From an optimization exercise on the open Yosys and OpenROAD flow, aimed at small area and a short achievable clock period; shortcuts taken in it are not production practice.
The RTL was checked by simulation tests, not by an equivalence proof against the original design.
Power and IR drop assume default switching activity.

**config.mk**
```make
export PLATFORM = sky130hd
export DESIGN_NAME = sdfm_regmap
export DESIGN_NICKNAME = sdfm_regmap
export VERILOG_FILES = /design/flow/design.v
export SDC_FILE = /design/flow/constraint.sdc
export NUM_CORES = 4
export LEC_CHECK = 0
export CAP_MARGIN = 30
export CORE_MARGIN = 2
export CORE_UTILIZATION = 40
export SETUP_SLACK_MARGIN = 3.6
export SLEW_MARGIN = 40
export SYNTH_HIERARCHICAL = 1
```
**constraint.sdc**
```tcl
create_clock -name core_clock -period 8.0 [get_ports {SYSCLK}]
set_input_delay 1.6000 -clock core_clock [delete_from_list [all_inputs] [get_ports {SYSCLK}]]
set_output_delay 1.6000 -clock core_clock [all_outputs]
set_load 0.01 [all_outputs]
```
**design.v**
```verilog
`timescale 1ns/100ps
package sdfm_pkg;
  typedef enum logic [3:0] {
    REG_NONE,     
    REG_IFLG,
    REG_IFLGCLR,
    REG_CTL,
    REG_DFPARM0,
    REG_DFPARM1,
    REG_CPARM0,
    REG_CPARM1,
    REG_CMPL0,
    REG_CMPL1,
    REG_CMPH0,
    REG_CMPH1,
    REG_FDATA0,
    REG_FDATA1,
    REG_CDATA0,
    REG_CDATA1
  } reg_id_e;
  typedef logic [15:0] reg_sel_t;  
  typedef logic [32-1:0] data_word_t;      
endpackage
`timescale 1ns/100ps
module sdfm_hreg #(parameter int W = 32)
(
  input  logic         SYSCLK,
  input  logic         s,
  input  logic         h,
  input  logic [W-1:0] d,
  output logic [W-1:0] q
);
  always_ff @(posedge SYSCLK)
    q <= ({W{s}} & d) | ({W{h}} & q);
endmodule
`timescale 1ns/100ps
module sdfm_regmap
(
  input  logic                    SYSCLK,
  input  logic                    SYSRSTn,
  input  logic [16-1:0] addr,
  input  logic                    wr,
  input  logic                    rd,
  input  logic [32-1:0]  wdata,
  output logic [32-1:0]  rdata,    
  input  logic [63:0]             filt_data_out,
  input  logic [1:0]              filt_data_update,
  input  logic [63:0]             comp_data_out,
  input  logic [1:0]              comp_data_update,
  input  logic [1:0]              comp_data_low,
  input  logic [1:0]              comp_data_high,
  output logic                    reg_rsten,
  output logic                    reg_clken,
  output logic [15:0]             reg_filtdec,
  output logic [3:0]              reg_filtmode,
  output logic [7:0]              reg_filtdiv,
  output logic [1:0]              reg_filten,
  output logic [1:0]              reg_filtask,
  output logic [3:0]              reg_filtst,
  output logic [9:0]              reg_filtsh,
  output logic [15:0]             reg_compdec,
  output logic [3:0]              reg_compmode,
  output logic [7:0]              reg_compdiv,
  output logic [1:0]              reg_compen,
  output logic [1:0]              reg_compsen,
  output logic [3:0]              reg_compst,
  output logic [1:0]              reg_compilen,
  output logic [1:0]              reg_compihen,
  output logic [1:0]              reg_complclrflg,
  output logic [1:0]              reg_comphclrflg,
  output logic [63:0]             reg_compltrd,
  output logic [63:0]             reg_comphtrd,
  output logic                    irq
);
  logic       dev_ok;
  logic [5:0] widx;
  logic [16:0] sel;      
  logic [16:0] wsel;     
  logic        rq;       
  assign dev_ok = (addr[15:8] == 8'h07) && (addr[1:0] == 2'b00);
  assign widx   = addr[7:2];
  always_comb
    for (int k = 0; k < 17; k++)
      sel[k] = (widx == k[5:0]);
  assign wsel = (wr && dev_ok) ? sel : '0;
  assign rq   = rd && dev_ok;
  logic [16:0] ws, wh;
  assign ws = SYSRSTn ? wsel  : '0;
  assign wh = SYSRSTn ? ~wsel : '0;
  logic        mien;
  logic [63:0] fdata, cdata;
  logic [1:0]  fs, fh, cs, ch;
  assign fs = SYSRSTn ? filt_data_update  : 2'b00;
  assign fh = SYSRSTn ? ~filt_data_update : 2'b00;
  assign cs = SYSRSTn ? comp_data_update  : 2'b00;
  assign ch = SYSRSTn ? ~comp_data_update : 2'b00;
  sdfm_hreg #(3) u_ctl (.SYSCLK, .s(ws[2]), .h(wh[2]), .d({wdata[4], wdata[1:0]}),
                        .q({mien, reg_clken, reg_rsten}));
  for (genvar i = 0; i < 2; i++)
  begin : g_ch
    sdfm_hreg #(23) u_dfparm (.SYSCLK, .s(ws[3+i]), .h(wh[3+i]),
      .d({wdata[28:24], wdata[21:20], wdata[17], wdata[16], wdata[15:12], wdata[9:8], wdata[7:0]}),
      .q({reg_filtsh[i*5 +: 5], reg_filtst[i*2 +: 2], reg_filtask[i], reg_filten[i],
          reg_filtdiv[i*4 +: 4], reg_filtmode[i*2 +: 2], reg_filtdec[i*8 +: 8]}));
    sdfm_hreg #(22) u_cparm (.SYSCLK, .s(ws[5+i]), .h(wh[5+i]),
      .d({wdata[29], wdata[28], wdata[25], wdata[24], wdata[21:20], wdata[17], wdata[16],
          wdata[15:12], wdata[9:8], wdata[7:0]}),
      .q({reg_comphclrflg[i], reg_complclrflg[i], reg_compihen[i], reg_compilen[i],
          reg_compst[i*2 +: 2], reg_compsen[i], reg_compen[i], reg_compdiv[i*4 +: 4],
          reg_compmode[i*2 +: 2], reg_compdec[i*8 +: 8]}));
    sdfm_hreg #(32) u_cmpl (.SYSCLK, .s(ws[7+i]), .h(wh[7+i]), .d(wdata), .q(reg_compltrd[i*32 +: 32]));
    sdfm_hreg #(32) u_cmph (.SYSCLK, .s(ws[9+i]), .h(wh[9+i]), .d(wdata), .q(reg_comphtrd[i*32 +: 32]));
    sdfm_hreg #(32) u_fdata (.SYSCLK, .s(fs[i]), .h(fh[i]), .d(filt_data_out[i*32 +: 32]), .q(fdata[i*32 +: 32]));
    sdfm_hreg #(32) u_cdata (.SYSCLK, .s(cs[i]), .h(ch[i]), .d(comp_data_out[i*32 +: 32]), .q(cdata[i*32 +: 32]));
  end
  logic [1:0] flg_lf, flg_hf;
  logic       clr_wr;
  assign clr_wr = wsel[1];
  always_ff @(posedge SYSCLK)
  begin
    if (!SYSRSTn)
    begin
      flg_lf <= '0;
      flg_hf <= '0;
      irq    <= 1'b0;
    end
    else
    begin
      for (int i = 0; i < 2; i++)
      begin
        if (comp_data_update[i] && reg_complclrflg[i])
          flg_lf[i] <= comp_data_low[i];
        else if (comp_data_update[i] && comp_data_low[i])
          flg_lf[i] <= 1'b1;
        else if (clr_wr && wdata[8 + i])
          flg_lf[i] <= 1'b0;
        if (comp_data_update[i] && reg_comphclrflg[i])
          flg_hf[i] <= comp_data_high[i];
        else if (comp_data_update[i] && comp_data_high[i])
          flg_hf[i] <= 1'b1;
        else if (clr_wr && wdata[12 + i])
          flg_hf[i] <= 1'b0;
      end
      if (mien && |((reg_compilen & flg_lf) | (reg_compihen & flg_hf)))
        irq <= 1'b1;
      else if (clr_wr && wdata[31])
        irq <= 1'b0;
    end
  end
  logic [31:0] rmux;
  always_comb
  begin
    rmux = '0;
    rmux |= {32{sel[0]}} & {irq, 17'b0, flg_hf, 2'b0, flg_lf, 8'b0};
    rmux |= {32{sel[2]}} & {27'b0, mien, 2'b0, reg_clken, reg_rsten};
    for (int i = 0; i < 2; i++)
    begin
      rmux |= {32{sel[3+i]}} & {3'b0, reg_filtsh[i*5 +: 5], 2'b0, reg_filtst[i*2 +: 2],
                                2'b0, reg_filtask[i], reg_filten[i], reg_filtdiv[i*4 +: 4],
                                2'b0, reg_filtmode[i*2 +: 2], reg_filtdec[i*8 +: 8]};
      rmux |= {32{sel[5+i]}} & {2'b0, reg_comphclrflg[i], reg_complclrflg[i], 2'b0,
                                reg_compihen[i], reg_compilen[i], 2'b0, reg_compst[i*2 +: 2],
                                2'b0, reg_compsen[i], reg_compen[i], reg_compdiv[i*4 +: 4],
                                2'b0, reg_compmode[i*2 +: 2], reg_compdec[i*8 +: 8]};
      rmux |= {32{sel[7+i]}}  & reg_compltrd[i*32 +: 32];
      rmux |= {32{sel[9+i]}}  & reg_comphtrd[i*32 +: 32];
      rmux |= {32{sel[13+i]}} & fdata[i*32 +: 32];
      rmux |= {32{sel[15+i]}} & cdata[i*32 +: 32];
    end
  end
  assign rdata = rq ? rmux : '0;
endmodule
```
**flow/run.sh**
```bash
#!/bin/bash
# standard layout, with plain buffers on the ports instead of the default delay buffers
set -euo pipefail
export BUFFER_PORTS_ARGS="-buffer_cell sky130_fd_sc_hd__buf_2"
bash standard.sh > standard.log 2>&1
```
**standard.sh**
```bash
#!/bin/bash
# synth_recipe.tcl (not shown) runs the flow's synth.tcl, then flattens the netlist and writes it again
# the make line also repeats each setting of config.mk as NAME=value (left out here)
make -C /OpenROAD-flow-scripts/flow DESIGN_CONFIG=/design/flow/config.mk WORK_HOME=/design/flow/orfs CLKGATE_MAP_FILE= SYNTH_SCRIPT=/design/flow/synth_recipe.tcl "${@:-finish}"
```
==> results of run 1 <==
[final cells by class]
class	count	area share (%)
inverter	1	0.0378
multi-input combinational	731	34.4
timing repair buffer	588	20.5
tap	455	2.87
clock inverter	10	0.410
clock buffer	60	6.03
sequential	354	35.7
antenna	2	0.0252
[final timing paths]
check,endpoint,slack (ns),cells past startpoint
max reg2reg,irq$_SDFFE_PN0P_,6.91,3
min reg2reg,g_ch[1].u_cdata.q[11]$_DFF_P_,0.47,1
min,g_ch[1].u_cdata.q[11]$_DFF_P_,0.47,1
max,rdata[12],3.07,8
[worst max-delay path: stages]
cell and delay, ns:
buf_12 0.10, buf_4 0.13, buf_4 0.13, or3_4 0.40, nor3_1 0.43, a21oi_1 0.11
a41oi_2 0.23, buf_2 0.18
[timing repair]
item                                    4_1_cts  5_1_grt
endpoints found under the setup margin       32       32
buffers inserted                             83       24
gates cloned                                 13        0
pin swaps                                    48       41
resized for setup                           144       46
[cells in the mapped netlist, types with 2 or more instances]
| cell | n | share of area (%) |
|---|---|---|
| dfxtp_1 | 354 | 50 |
| a22o_1 | 340 | 21 |
| buf_6 | 67 | 5.3 |
| mux2i_1 | 46 | 3.3 |
| a22oi_1 | 40 | 2.1 |
| nand2_1 | 27 | 0.72 |
| nor3_1 | 26 | 0.92 |
| a22o_2 | 24 | 1.7 |
| a31oi_1 | 23 | 1.0 |
| buf_2 | 23 | 0.82 |
| nor2_1 | 21 | 0.56 |
| a222oi_1 | 20 | 1.4 |
| clkbuf_1 | 20 | 0.53 |
| a221oi_1 | 15 | 0.93 |
| o21ai_0 | 14 | 0.50 |
| and2_1 | 13 | 0.58 |
| mux4_2 | 12 | 1.9 |
| a21oi_1 | 11 | 0.39 |
| a41oi_1 | 11 | 0.68 |
| mux2_2 | 9 | 0.72 |
| nand3b_1 | 9 | 0.48 |
| a21boi_0 | 8 | 0.43 |
| nand3_1 | 7 | 0.25 |
| nor2b_1 | 6 | 0.27 |
| and4b_1 | 3 | 0.21 |
| buf_4 | 3 | 0.16 |
| nand2b_1 | 3 | 0.13 |
| nand4_1 | 3 | 0.13 |
| nor4_1 | 3 | 0.13 |
| o2bb2ai_1 | 3 | 0.19 |
| a211o_1 | 2 | 0.12 |
| and2_0 | 2 | 0.089 |
| and3_1 | 2 | 0.089 |
| buf_1 | 2 | 0.053 |
| o21a_1 | 2 | 0.11 |
| o22a_1 | 2 | 0.12 |
| o22ai_1 | 2 | 0.089 |
| o32a_1 | 2 | 0.14 |
[power groups by stage]
stage	clock [mW]	sequential [mW]	combinational [mW]
after floorplan	0	1.86	0.139
after global placement	0	1.87	0.244
after detailed placement	0	1.87	0.249
after CTS	1.83	1.84	0.319
after global routing	1.90	1.84	0.350
final	1.81	1.84	0.339
[placed cells by master, fill, tap and decap left out, types with 6 or more instances in the layout]
cell,n
a41oi_2,11
a22o_2,24
a22o_1,340
nand2_1,21
a22oi_2,14
clkbuf_8,10
nor2_4,11
nand3_1,7
nor3_1,9
nor2_1,11
a31oi_1,14
mux4_2,12
nor3_2,8
nor3_4,10
buf_2,431
a222oi_1,20
mux2i_1,45
buf_8,7
buf_4,96
buf_16,12
clkbuf_16,41
buf_6,18
a221oi_1,12
clkbuf_1,9
a31oi_2,7
nand3b_1,9
o21ai_1,6
clkinv_2,7
o21ai_0,7
a22oi_1,26
mux2_2,7
a21oi_1,9
and2_1,9
buf_12,18
bufbuf_16,6
dfxtp_1,354
[registers in the layout, summed over array words and instances (netlist names)]
| signal | cells |
|---|---|
| g_ch.u_dfparm.q | 46 |
| g_ch.u_cmph.q | 64 |
| g_ch.u_cdata.q | 64 |
| u_ctl.q | 3 |
| g_ch.u_cmpl.q | 64 |
| flg_hf | 2 |
| flg_lf | 2 |
| g_ch.u_fdata.q | 64 |
| g_ch.u_cparm.q | 44 |
| irq | 1 |
[cells by family (layout without fill, tap and decap cells)]
logic type,Yosys count,after routing,synth area share (%)
buf+inv,117,659,6.97
simple gates,138,139,5.49
mux,67,67,5.90
other cells,0,2,0
compound gates,525,525,31.4
flops,354,354,50.2
[metrics by stage]
| step | cell area, um2 | util [%] | hold slack (ns) |
|---|---|---|---|
| CTS | 19500 | 56.2 | 0.473 |
| global route | 19900 | 57.3 | 0.485 |
| floorplan | 14300 | - | 0.433 |
| global placement | 16300 | 47.1 | 0.453 |
| detailed placement | 16400 | 47.4 | 0.455 |
| finish | 19900 | 57.3 | 0.474 |
[routing by layer]
layer	GRT usage, %	vias to the layer above
met5	0	-
li1	-	5889
met3	8.64	212
met4	15.8	6
met2	53.1	1007
met1	49.0	6910
==> impl_metrics.tcl, run 1 <==
set metrics [dict create \
    run_status "timing/DRC/antenna clean" \
    synthesis.area_per_instance_um2 11.7 \
    dieHeight_um 192 \
    synth-edff-count 0 \
    finalHoldViolCount 0 \
    fp.dieArea_um2 36800 \
    syn_to_final_growth_pct 40.7 \
    regArea_um2 7090 \
    placed_cells 2009 \
    io_pins 441 \
    h-tree-depth 2 \
    rows 68 \
    power.internal_mw 3.02 \
    placeableCoreArea_um2 34600 \
    synthesis.nets 1389 \
    dr.max_layer_used "met5" \
    numPortBuffers 440 \
    cts_tree "built" \
    timing.final.crit_share_pct 61.6 \
    async_flop_share_pct 0 \
    maxSlewViolCount 0 \
    cp_data_arrival_time_ns 3.33 \
    post_synth_instance_area_um2 14100 \
    ctsHoldBuffers 0 \
    power.clock.fraction_pct 45.4 \
    swShare_pct 24.4 \
    finalNonFillerCells 2201 \
    power.leakage_nw 8.74 \
    timing.setup.critical_path_class "input pin to output pin" \
    setup_tns_ns 0 \
    via_count_of_the_first_global_routing_pass 13300 \
    synth.lib_cells_used.distinct 59 \
    clk_root_buffer_cell "clkbuf_16" \
    sequential_area_share_after_synthesis_pct 50.2 \
    vdd_drop_max_uv 113 \
    regToRegStartpoint "g_ch[0].u_cparm.q[18]$_DFF_P_" \
    dr_wl_met2_mm 29.1 \
    layout-drive-gt1-share_pct 46.5 \
    routed-via-count 14000 \
    detailroute.wirelength.met3_mm 7.36 \
    post-route-worst-setup-slack_ns 3.07 \
    detailed_router_s_first_iteration_violation_count 1546 \
    antenna_violations_before_repair 4 \
    fmax_mhz 203 \
    routedWlPerCell_um 30.8 \
    p_comb_share_pct 8.5 \
    cts.path.max_buffers 3 \
    p_seq_share_pct 46.1 \
    timing_startpoint_of_the_critical_path "addr[7]" \
    cellPowerDensity_nw_per_um2 201 \
    clk_latency_ns 0.53 \
    p_sw_mw 0.972 \
    first_pass_iters 7 \
    startpoint_type "input pin" \
    transition_at_the_pin_with_the_smallest_max_transition_slack_ns 0.833 \
    finish.net_count 1904 \
    detail_route.drc_violations 0 \
    multi_input_comb_area_um2 6840 \
    cts_made_buffers 40 \
    timing.critical_path.required_ns 6.40 \
    fin_worst_skew_ns 0.00513 \
    routedLengthMet1_mm 27.8 \
    synth_seq_cells 354 \
    finalSetupViolCount 0 \
    clk_pin_slew_ns 0.06 \
    hp-class "flip-flop to flip-flop" \
    number_of_instances_in_the_synthesized_netlist 1201 \
    route.detailed.vias_per_inst 6.37 \
    worstPathMaxFanout 7 \
    finalWirelength_mm 67.8 \
    grt_setup_unrepaired "yes" \
    grt-ovfl-total 0 \
    drt_antenna_net_count 0 \
    synth_ff_type "dfxtp_1" \
    clock_sinks 354 \
    place_worst_setup_slack_ns 1.77 \
    fin_crit_ns 4.93 \
    p_total_mw 3.99 \
    grt_start_max_net_pins 35 \
    die_w_um 192 \
    post_detail_place_hpwl_mm 45.7 \
    grt_pass1_wl_mm 95.3 \
    timing.slew.headroom_pct 44.3 \
    filler_cell_count 2976 \
    cap_viol_max_count 0 \
    synth-warning-count 11 \
    initial_standard_cell_utilization_of_the_core_pct 40.7 \
    gpl.final_weighted_congestion 0.946 \
    grt_usage_pct 35.7 \
    hold_wc_startpoint "g_ch[1].u_cdata.q[11]$_DFF_P_" \
    critPathCaptureType "output pin" \
]
==> run 2: changes to the inputs <==
==> run.sh (new file) <==
#!/bin/bash
# synth_recipe.tcl (not shown) runs the flow's synth.tcl, then flattens the netlist and writes it again
# the make line also repeats each setting of config.mk as NAME=value (left out here)
make -C /OpenROAD-flow-scripts/flow DESIGN_CONFIG=/design/flow/config.mk WORK_HOME=/design/flow/orfs CLKGATE_MAP_FILE= SYNTH_SCRIPT=/design/flow/synth_recipe.tcl finish
--- a/config.mk
+++ b/config.mk
@@ -8,6 +8,6 @@
 export CAP_MARGIN = 30
 export CORE_MARGIN = 2
 export CORE_UTILIZATION = 40
-export SETUP_SLACK_MARGIN = 3.6
+export SETUP_SLACK_MARGIN = 2.5
 export SLEW_MARGIN = 40
 export SYNTH_HIERARCHICAL = 1
removed: flow/run.sh
removed: standard.sh
==> run 2 against run 1 <==
- routed wire length fell by 1.8%
- largest cell class unchanged
- synthesized area unchanged
- via count down 5.1%
- sequential share of layout area decreased by 0.82 points
- combinational power down 5%
- clock power is essentially flat
- count of clock-buffer cells in the layout increased by 3
- design area increased by 2.4%
- synthesized cell count is the same
- global-route usage decreased by 0.58 points
- flip-flop and latch count is the same
- still clean on timing, DRC and antenna
==> impl_metrics.tcl, run 2 <==
set metrics [dict create \
    run_status "timing/DRC/antenna clean" \
    vdd_drop_max_uv 168 \
    antenna_violations_before_repair 5 \
    finish.net_count 1807 \
    synth-warning-count 11 \
    cts_made_buffers 38 \
    fmax_mhz 182 \
    grt_setup_unrepaired "yes" \
    hp-class "flip-flop to flip-flop" \
    timing.setup.critical_path_class "input pin to output pin" \
    critPathCaptureType "output pin" \
    cellPowerDensity_nw_per_um2 195 \
    cp_data_arrival_time_ns 3.91 \
    fp.dieArea_um2 36800 \
    synthesis.area_per_instance_um2 11.7 \
    numPortBuffers 440 \
    cap_viol_max_count 0 \
    finalNonFillerCells 2105 \
    rows 68 \
    gpl.final_weighted_congestion 0.930 \
    clk_pin_slew_ns 0.06 \
    mostFrequentLayoutCells "clkdlybuf4s50_1 (413), dfxtp_1 (354), a22o_1 (340)" \
    post_detail_place_hpwl_mm 46.5 \
    maxSlewViolCount 0 \
    layout-drive-gt1-share_pct 13.1 \
    filler_cell_count 2986 \
    die_w_um 192 \
    detail_route.drc_violations 0 \
    via_count_of_the_first_global_routing_pass 13000 \
    synth_ff_type "dfxtp_1" \
    worstPathMaxFanout 11 \
    most_common_cell_after_layout_fill_and_taps_aside "clkdlybuf4s50_1" \
    yosys.area.top_type "dfxtp_1" \
    clk_latency_ns 0.54 \
    clock_sinks 354 \
    drt_antenna_net_count 0 \
    first_pass_iters 7 \
    syn_to_final_growth_pct 44.0 \
    io_pins 441 \
    placeableCoreArea_um2 34600 \
    grt_usage_pct 35.1 \
    clk_root_buffer_cell "clkbuf_16" \
    synth_top_area_share_pct 50.2 \
    timing.critical_path.required_ns 6.40 \
    p_total_mw 3.96 \
    power.leakage_nw 7.59 \
    transition_at_the_pin_with_the_smallest_max_transition_slack_ns 0.757 \
    routedWlPerCell_um 31.6 \
    synth.lib_cells_used.distinct 59 \
    synth.top_cells.by_count "dfxtp_1 (354), a22o_1 (340), buf_6 (67), mux2i_1 (46), a22oi_1 (40)" \
    fin_worst_skew_ns 0.00482 \
    cts_tree "built" \
    finalWirelength_mm 66.6 \
    setup_tns_ns 0 \
    cts.path.max_buffers 3 \
    dieHeight_um 192 \
    slowest_delay_ns 0.61 \
    routed-via-count 13300 \
    ctsHoldBuffers 0 \
    initial_standard_cell_utilization_of_the_core_pct 40.7 \
    timing.slew.headroom_pct 49.2 \
    synthesis.nets 1389 \
    finalHoldViolCount 0 \
    timing.final.crit_share_pct 68.8 \
    critPathSlowestCell "or4b_4" \
    fin_crit_ns 5.51 \
    route.detailed.vias_per_inst 6.32 \
    sequential_area_share_after_synthesis_pct 50.2 \
    synth-edff-count 0 \
    h-tree-depth 2 \
    synth.most_common_cell "dfxtp_1" \
    finalSetupViolCount 0 \
    detailed_router_s_first_iteration_violation_count 1415 \
    post_synth_instance_area_um2 14100 \
    number_of_instances_in_the_synthesized_netlist 1201 \
    async_flop_share_pct 0 \
    placed_cells 2014 \
    synth_seq_cells 354 \
    largest_cells_by_area_after_synthesis "dfxtp_1 (50%), a22o_1 (21%), buf_6 (5.3%), mux2i_1 (3.3%), a22oi_1 (2.1%)" \
    crit_chain "clkdlybuf4s15_2 -> or4b_4 -> buf_4 -> nor3_1 -> a31oi_1 -> a31oi_2 -> clkdlybuf4s50_1" \
    startpoint_type "input pin" \
    grt_start_max_net_pins 45 \
    grt_pass1_wl_mm 93.7 \
    setup.reg_to_reg.worst_slack_ns 6.82 \
    grt-ovfl-total 0 \
]
-- run 2: changes by cell type in the layout (fill, tap and decap cells not counted), moves of 8 or more --
| cell | delta |
|---|---|
| a22oi_1 | +14 |
| a22oi_2 | -14 |
| buf_12 | -9 |
| buf_16 | -8 |
| buf_2 | -430 |
| buf_4 | -62 |
| buf_6 | -10 |
| clkdlybuf4s50_1 | +413 |
| dlygate4sd2_1 | +12 |
| dlymetal6s2s_1 | +8 |
| nor3_1 | +13 |
-- run 2: stage by stage --
step / utilization (%) / cell area, um2 / setup slack [ns] / hold slack, ns
global route: 58.7 / 20300 / 2.42 / 0.482
finish: 58.7 / 20300 / 2.49 / 0.474
floorplan: - / 14100 / 3.31 / 0.433
CTS: 58.4 / 20200 / 2.38 / 0.473
global placement: 53.2 / 18400 / 1.46 / 0.449
detailed placement: 53.7 / 18600 / 1.52 / 0.453
-- run 2: cell type report --
| type | instances | area, um2 | share of cell area, % |
|---|---|---|---|
| inverter | 1 | 3.75 | 0.0185 |
| antenna | 3 | 7.51 | 0.0369 |
| timing repair buffer | 493 | 5030 | 24.7 |
| multi-input combinational | 731 | 6360 | 31.3 |
| clock inverter | 5 | 78.8 | 0.388 |
| clock buffer | 63 | 1190 | 5.84 |
| tap | 455 | 569 | 2.80 |
| sequential | 354 | 7090 | 34.9 |
-- run 2: path summary, 6_finish.rpt --
check,startpoint,end,cells after the start
max,addr[7],rdata[31],7
min,g_ch[0].u_fdata.q[8]$_DFF_P_,g_ch[0].u_fdata.q[8]$_DFF_P_,1
max reg2reg,g_ch[0].u_cparm.q[18]$_DFF_P_,irq$_SDFFE_PN0P_,3
min reg2reg,g_ch[0].u_fdata.q[8]$_DFF_P_,g_ch[0].u_fdata.q[8]$_DFF_P_,1
-- run 2: power by group --
part	total [mW]	switching, mW	internal [mW]
registers	1.83	0.0316	1.80
logic	0.321	0.171	0.150
clock network	1.80	0.729	1.07
-- run 2: metal layers --
metal	up-vias	share of wire (%)	global-route usage [%]
li1	5681	-	-
met3	129	11	9.14
met4	4	3.6	12.4
met1	6698	42	48.6
met2	792	44	52.6
met5	-	0.033	0
-- run 2: critical path: cells and delay by family --
| family | cells | cell delay (ns) |
|---|---|---|
| compound gates | 2 | 0.32 |
| simple gates | 2 | 0.91 |
| buf+inv | 3 | 1.06 |
-- run 2: cells by family after synthesis --
group                  after synthesis  synth area share [%]
AO/OA/AOI/OAI                      525                  31.4
flip-flops                         354                  50.2
AND/OR/NAND/NOR                    138                  5.49
buffers and inverters              117                  6.97
multiplexers                        67                  5.90
-- run 2: what timing repair did --
item / 4_1_cts / 5_1_grt
endpoints found under the setup margin: 32 / 19
resized for setup: 61 / 23
cloned: 1 / 0
pin swaps: 13 / 4
setup buffers: 17 / 1
==> run 3: changes to the inputs <==
==> flow/run.sh (new file) <==
#!/bin/bash
# standard layout with plain buf_1 port buffers and a lighter clock tree
set -euo pipefail
export BUFFER_PORTS_ARGS="-buffer_cell sky130_fd_sc_hd__buf_1"
export CTS_ARGS="-sink_clustering_enable -repair_clock_nets -dont_use_dummy_load -buf_list sky130_fd_sc_hd__clkbuf_8 -sink_clustering_size 20 -sink_clustering_max_diameter 60"
bash standard.sh > standard.log 2>&1
==> standard.sh (new file) <==
#!/bin/bash
# synth_recipe.tcl (not shown) runs the flow's synth.tcl, then flattens the netlist and writes it again
# the make line also repeats each setting of config.mk as NAME=value (left out here)
make -C /OpenROAD-flow-scripts/flow DESIGN_CONFIG=/design/flow/config.mk WORK_HOME=/design/flow/orfs CLKGATE_MAP_FILE= SYNTH_SCRIPT=/design/flow/synth_recipe.tcl "${@:-finish}"
--- a/config.mk
+++ b/config.mk
@@ -8,6 +8,6 @@
 export CAP_MARGIN = 30
 export CORE_MARGIN = 2
 export CORE_UTILIZATION = 40
-export SETUP_SLACK_MARGIN = 2.5
+export SETUP_SLACK_MARGIN = 3.6
 export SLEW_MARGIN = 40
 export SYNTH_HIERARCHICAL = 1
removed: run.sh
==> run 3 against run 2 <==
- count of clock-buffer cells in the layout fell by 32
- combinational power fell by 4%
- non-clock buffer count rose by 52
- sequential power barely moved
- core utilization fell by 7.4 points
- fmax rose by 11%
- worst setup slack improved by 0.54 ns
- synthesized area did not move
- worst hold slack got worse by 0.0010 ns
- critical endpoint is now rdata[1]
- critical path depth rose by 1
- largest cell class unchanged
- clock power fell by 48%
- design area fell by 13%
==> impl_metrics.tcl, run 3 <==
set metrics [dict create \
    run_status "timing/DRC/antenna clean" \
    cp_data_arrival_time_ns 3.36 \
    timing.slew.headroom_pct 44.6 \
    power.internal_mw 2.27 \
    fp.dieArea_um2 36800 \
    first_pass_iters 7 \
    synth_top_area_share_pct 50.2 \
    fin_util_pct 51.3 \
    finalSetupViolCount 0 \
    post_synth_instance_area_um2 14100 \
    slowest_delay_ns 0.61 \
    h-tree-depth 1 \
    fmax_mhz 201 \
    synth-edff-count 0 \
    grt_setup_unrepaired "yes" \
    maxSlewViolCount 0 \
    synth.most_common_cell "dfxtp_1" \
    worst_path_most_repeated_cell "buf_6" \
    placeableCoreArea_um2 34600 \
    io_pins 441 \
    power.leakage_nw 6.50 \
    finalHoldViolCount 0 \
    detailed_router_s_first_iteration_violation_count 1444 \
    largest_cells_by_area_after_synthesis "dfxtp_1 (50%), a22o_1 (21%), buf_6 (5.3%), mux2i_1 (3.3%), a22oi_1 (2.1%)" \
    critPathCaptureType "output pin" \
    die_w_um 192 \
    cts_made_buffers 31 \
    swShare_pct 26.2 \
    antenna_violations_before_repair 2 \
    synth_seq_cells 354 \
    startpoint_type "input pin" \
    routed-via-count 13400 \
    critPathSlowestCell "or4b_4" \
    grt_start_max_net_pins 35 \
    drt_antenna_net_count 0 \
    clk_pin_slew_ns 0.07 \
    cellPowerDensity_nw_per_um2 173 \
    clock_sinks 354 \
    crit_chain "buf_12 -> or4b_4 -> nor3_4 -> buf_6 -> buf_6 -> a221oi_2 -> a31oi_1 -> buf_2" \
    hp-class "flip-flop to flip-flop" \
    grt-ovfl-total 0 \
    fin_worst_skew_ns 0.0261 \
    synth-warning-count 11 \
    clk_root_buffer_cell "clkbuf_8" \
    worstPathMaxFanout 5 \
    synth.lib_cells_used.distinct 59 \
    p_seq_share_pct 59.6 \
    synth.top_cells.by_count "dfxtp_1 (354), a22o_1 (340), buf_6 (67), mux2i_1 (46), a22oi_1 (40)" \
    layout-drive-gt1-share_pct 18.2 \
    p_total_mw 3.07 \
    finalNonFillerCells 2120 \
    holdWs_ns 0.473 \
    ctsHoldBuffers 0 \
    clk_latency_ns 0.62 \
    most_common_cell_after_layout_fill_and_taps_aside "buf_1" \
    numPortBuffers 440 \
    async_flop_share_pct 0 \
    cts.path.max_buffers 3 \
    via_count_of_the_first_global_routing_pass 12900 \
    cp_num_buf_inv 4 \
    p_comb_share_pct 10.1 \
    yosys.area.top_type "dfxtp_1" \
    syn_to_final_growth_pct 26.0 \
    timing.setup.critical_path_class "input pin to output pin" \
    synthesis.area_per_instance_um2 11.7 \
    initial_standard_cell_utilization_of_the_core_pct 40.7 \
    setup_tns_ns 0 \
    rows 68 \
    fin_crit_ns 4.96 \
    grt_pass1_wl_mm 92.3 \
    mostFrequentLayoutCells "buf_1 (404), dfxtp_1 (354), a22o_1 (339)" \
    vdd_drop_max_uv 125 \
    cap_viol_max_count 0 \
    routedWlPerCell_um 31.4 \
    cts_tree "built" \
    path_delay_family "simple AND/OR/NAND/NOR gates" \
    detail_route.drc_violations 0 \
    grt_usage_pct 34.7 \
    transition_at_the_pin_with_the_smallest_max_transition_slack_ns 0.825 \
    p_sw_mw 0.806 \
    route.detailed.vias_per_inst 6.34 \
    finish.net_count 1853 \
    timing.final.crit_share_pct 62.1 \
    post_detail_place_hpwl_mm 44.7 \
    finalWirelength_mm 66.6 \
    timing.critical_path.required_ns 6.40 \
    dieHeight_um 192 \
    power.clock.fraction_pct 30.3 \
    gpl.final_weighted_congestion 0.935 \
    placed_cells 2008 \
    synthesis.nets 1389 \
    sequential_area_share_after_synthesis_pct 50.2 \
    synth_ff_type "dfxtp_1" \
    number_of_instances_in_the_synthesized_netlist 1201 \
]
[run 3: layout make-up]
class	count	area (um2)
inverter	1	3.75
sequential	354	7090
clock buffer	31	427
timing repair buffer	545	3090
fill	3256	16900
multi-input combinational	732	6590
antenna	2	5.00
tap	455	569
[run 3: cells by family after synthesis]
logic type	synth area share [%]
muxes	5.90
buffers and inverters	6.97
and+or+nand+nor	5.49
DFF	50.2
AOI/OAI and AO/OA	31.4
[run 3: through the flow]
stage | instance area, um2 | setup WS [ns]
after floorplan | 14300 | 3.33
after global placement | 15800 | 1.88
after detailed placement | 15900 | 1.83
after CTS | 17500 | 3.06
after global routing | 17800 | 3.03
final | 17800 | 3.04
[run 3: final timing paths]
check | from | end | slack, ns | depth (start not counted)
worst max-delay path | addr[7] | rdata[1] | 3.04 | 8
worst min-delay path | g_ch[0].u_cdata.q[4]$_DFF_P_ | g_ch[0].u_cdata.q[4]$_DFF_P_ | 0.47 | 1
worst max register to register | g_ch[0].u_cparm.q[18]$_DFF_P_ | irq$_SDFFE_PN0P_ | 6.88 | 3
worst min register to register | g_ch[0].u_cdata.q[4]$_DFF_P_ | g_ch[0].u_cdata.q[4]$_DFF_P_ | 0.47 | 1
[run 3: what timing repair did]
action	CTS	global route
pin swaps	33	23
setup buffers	58	8
gates resized for setup	114	35
setup endpoints to repair	32	32
cloned	10	2
[run 3: power by group through the flow]
stage | Combinational [mW] | Sequential (mW) | Clock (mW)
after floorplan | 0.139 | 1.86 | 0
after global placement | 0.235 | 1.87 | 0
after detailed placement | 0.242 | 1.87 | 0
after CTS | 0.296 | 1.83 | 0.939
after global routing | 0.320 | 1.84 | 0.997
final | 0.309 | 1.83 | 0.932
[run 3: worst register-to-register path, delay by kind of cell (launching register included)]
kind	cells	cell delay (ns)
AOI/OAI and AO/OA	3	0.61
DFF	1	0.38
[run 3: per-layer routing]
layer,wire (um),global-route usage [%]
met1,27800,48.0
met2,28400,51.5
met3,7040,8.17
met4,3370,14.9
met5,5,0
==> run 4: changes to the inputs <==
--- a/config.mk
+++ b/config.mk
@@ -8,6 +8,6 @@
 export CAP_MARGIN = 30
 export CORE_MARGIN = 2
 export CORE_UTILIZATION = 40
-export SETUP_SLACK_MARGIN = 3.6
+export SETUP_SLACK_MARGIN = 3.0
 export SLEW_MARGIN = 40
 export SYNTH_HIERARCHICAL = 1
==> run 4 against run 3 <==
- still clean on timing, DRC and antenna
- first-iteration DRC count down 0.55%
- non-clock buffer count down 25
- worst setup slack worse by 0.070 ns
- critical path depth unchanged
- worst hold slack better by 0.0018 ns
- global-route usage down 0.93 points
- core utilization down 2.1 points
- critical endpoint is now rdata[31]
- highest routed layer is now met4
==> impl_metrics.tcl, run 4 <==
set metrics [dict create \
    cp_data_arrival_time_ns 3.43 \
    grt_pass1_wl_mm 90.3 \
    synth.lib_cells_used.distinct 59 \
    finish.net_count 1827 \
    filler_cell_count 3343 \
    gpl.final_weighted_congestion 0.961 \
    dieHeight_um 192 \
    cts_made_buffers 31 \
    io_pins 441 \
    grt_setup_unrepaired "yes" \
    finalHoldViolCount 0 \
    synth-warning-count 11 \
    synth_seq_cells 354 \
    setup.reg_to_reg.worst_slack_ns 6.78 \
    critPathSlowestCell "or4b_4" \
    timing.hold.worst_path_depth 1 \
    largest_cells_by_area_after_synthesis "dfxtp_1 (50%), a22o_1 (21%), buf_6 (5.3%), mux2i_1 (3.3%), a22oi_1 (2.1%)" \
    rows 68 \
    setup_tns_ns 0 \
    async_flop_share_pct 0 \
    slowest_delay_ns 0.57 \
    via_count_of_the_first_global_routing_pass 12700 \
    initial_standard_cell_utilization_of_the_core_pct 40.7 \
    clk_latency_ns 0.63 \
    power.leakage_nw 6.11 \
    clk_root_buffer_cell "clkbuf_8" \
    critPathCaptureType "output pin" \
    transition_at_the_pin_with_the_smallest_max_transition_slack_ns 0.875 \
    cellPowerDensity_nw_per_um2 178 \
    finalSetupViolCount 0 \
    antenna_violations_before_repair 0 \
    post_detail_place_hpwl_mm 45.4 \
    syn_to_final_growth_pct 20.8 \
    startpoint_type "input pin" \
    yosys.area.top_type "dfxtp_1" \
    cts_tree "built" \
    timing.critical_path.required_ns 6.40 \
    routed-via-count 13300 \
    place_worst_setup_slack_ns 2.07 \
    clk_pin_slew_ns 0.07 \
    layout-drive-gt1-share_pct 13.7 \
    r2r_end "irq$_SDFFE_PN0P_" \
    grt-ovfl-total 0 \
    clock_sinks 354 \
    post-route-worst-setup-slack_ns 2.97 \
    synthesis.area_per_instance_um2 11.7 \
    synth_ff_type "dfxtp_1" \
    run_status "timing/DRC/antenna clean" \
    maxSlewViolCount 0 \
    numPortBuffers 440 \
    synth.top_cells.by_count "dfxtp_1 (354), a22o_1 (340), buf_6 (67), mux2i_1 (46), a22oi_1 (40)" \
    regToRegStartpoint "g_ch[0].u_cparm.q[18]$_DFF_P_" \
    synthesis.nets 1389 \
    hp-class "flip-flop to flip-flop" \
    sequential_area_share_after_synthesis_pct 50.2 \
    mostFrequentLayoutCells "buf_1 (429), dfxtp_1 (354), a22o_1 (340)" \
    timing.setup.critical_path_class "input pin to output pin" \
    crit_chain "clkbuf_16 -> or4b_4 -> buf_4 -> buf_4 -> nor3_1 -> a31oi_1 -> a31oi_1 -> buf_1" \
    cap_viol_max_count 0 \
    timing.final.crit_share_pct 62.9 \
    vdd_drop_max_uv 127 \
    cts.path.max_buffers 3 \
    most_common_cell_after_layout_fill_and_taps_aside "buf_1" \
    hold_wc_startpoint "g_ch[1].u_cdata.q[18]$_DFF_P_" \
    placeableCoreArea_um2 34600 \
    grt_usage_pct 33.7 \
    worstRegToRegCells 3 \
    number_of_instances_in_the_synthesized_netlist 1201 \
    post_synth_instance_area_um2 14100 \
    drt_antenna_net_count 0 \
    synth-edff-count 0 \
    detailed_router_s_first_iteration_violation_count 1436 \
    die_w_um 192 \
    fp.dieArea_um2 36800 \
    h-tree-depth 1 \
    synth.most_common_cell "dfxtp_1" \
    fmax_mhz 199 \
    routedWlPerCell_um 31.2 \
    finalWirelength_mm 65.3 \
    fin_worst_skew_ns 0.0511 \
    first_pass_iters 8 \
    route.detailed.vias_per_inst 6.37 \
    grt_start_max_net_pins 40 \
    worstPathMaxFanout 5 \
    hold-path-endpoint "g_ch[1].u_cdata.q[18]$_DFF_P_" \
    timing.slew.headroom_pct 41.4 \
    fin_crit_ns 5.03 \
    synth_top_area_share_pct 50.2 \
    detail_route.drc_violations 0 \
]
run 4: cell counts after synthesis:
Identical to the previous run, type by type.
run 4: repair_timing:
action	CTS	global route
hold buffers	0	0
gates cloned	4	0
setup endpoints to repair	32	26
pin swaps	11	8
gates resized for setup	54	21
setup buffers	35	9
run 4: critical path, delay by kind of cell:
family | cells | cell delay (ns)
AND/OR/NAND/NOR | 2 | 0.81
AO/OA/AOI/OAI | 2 | 0.38
buffers and inverters | 4 | 0.65
run 4: cell type report:
type,instances,area (um2),area share [%]
Tap cell,455,569,3.34
Clock buffer,31,427,2.50
Sequential cell,354,7090,41.6
Antenna cell,1,2.50,0.0147
Inverter,1,3.75,0.0220
Timing Repair Buffer,520,2610,15.3
Multi-Input combinational cell,731,6350,37.3
run 4: report_power, final:
part | switching (mW) | total (mW) | internal, mW
clock | 0.585 | 0.929 | 0.343
sequential | 0.0300 | 1.83 | 1.80
combinational | 0.176 | 0.283 | 0.107
run 4: cell families (layout without fill, tap and decap cells):
kind of cell / count (synthesis) / after routing / synth area share [%]
AO/OA/AOI/OAI: 525 / 525 / 31.4
other: 0 / 1 / 0
AND/OR/NAND/NOR: 138 / 139 / 5.49
flip-flops: 354 / 354 / 50.2
buffers and inverters: 117 / 552 / 6.97
multiplexers: 67 / 67 / 5.90
run 4: worst max-delay path by stage:
| stage | slack (ns) | from | end |
|---|---|---|---|
| final | 2.97 | addr[4] | rdata[31] |
| after global routing | 2.96 | addr[4] | rdata[31] |
| after CTS | 3.02 | addr[3] | rdata[0] |
| after detailed placement | 2.07 | addr[4] | rdata[31] |
| after global placement | 1.96 | addr[4] | rdata[14] |
| after floorplan | 3.31 | addr[7] | rdata[10] |
run 4: per-stage QoR:
step | power [mW] | hold WS (ns) | instances | area (um2) | util, %
2_1_floorplan | 1.99 | 0.433 | 1201 | 14100 | -
6_report | 3.04 | 0.475 | 2093 | 17100 | 49.2
4_1_cts | 3.04 | 0.477 | 2082 | 16900 | 48.8
3_3_place_gp | 2.11 | 0.448 | 2005 | 15700 | 45.3
3_5_place_dp | 2.11 | 0.454 | 2012 | 15800 | 45.8
5_1_grt | 3.13 | 0.488 | 2092 | 17000 | 49.2
run 4: per-layer routing:
layer  global-route usage, %  wire (um)
met1                    46.5      27200
met2                    51.9      28500
met3                    7.89       6950
met4                    11.3       2680
met5                       0          0

## what the ideal ports hide
Ports are ideal in the flow. The routed layouts listed here were re-timed in OpenROAD. Step 1, drivers: a clkbuf_16 drives SYSCLK and a buf_2 each remaining input, both assumed. Step 2 adds t to the input delays and takes it off the output delays; t is the mean of the earliest and latest rising clock arrival at the registers after step 1. Input paths then give back, and output paths get back, about the clock's delay inside the block. a / b / c = ideal / step 1 / step 2; a / b = the first two.
| run | t (ns) | setup WS [ns] | worst setup path at the end | worst register clock-pin slew, ns | pins driven straight from the clock port |
|---|---|---|---|---|---|
| run 1 | 0.577 | 3.071 / 2.941 / 2.941 | input to output | 0.07 / 0.07 | 1 |
| run 2 | 0.587 | 2.492 / 2.437 / 2.437 | input to output | 0.06 / 0.06 | 1 |
| run 3 | 0.658 | 3.035 / 2.920 / 2.920 | input to output | 0.12 / 0.12 | 1 |
| run 4 | 0.644 | 2.965 / 2.849 / 2.849 | input to output | 0.12 / 0.12 | 1 |
After both steps setup and hold are still met in every run listed. For run 1, which loses most, drivers alone change the setup slack by -0.130 ns; drivers and shift together by -0.130 ns.
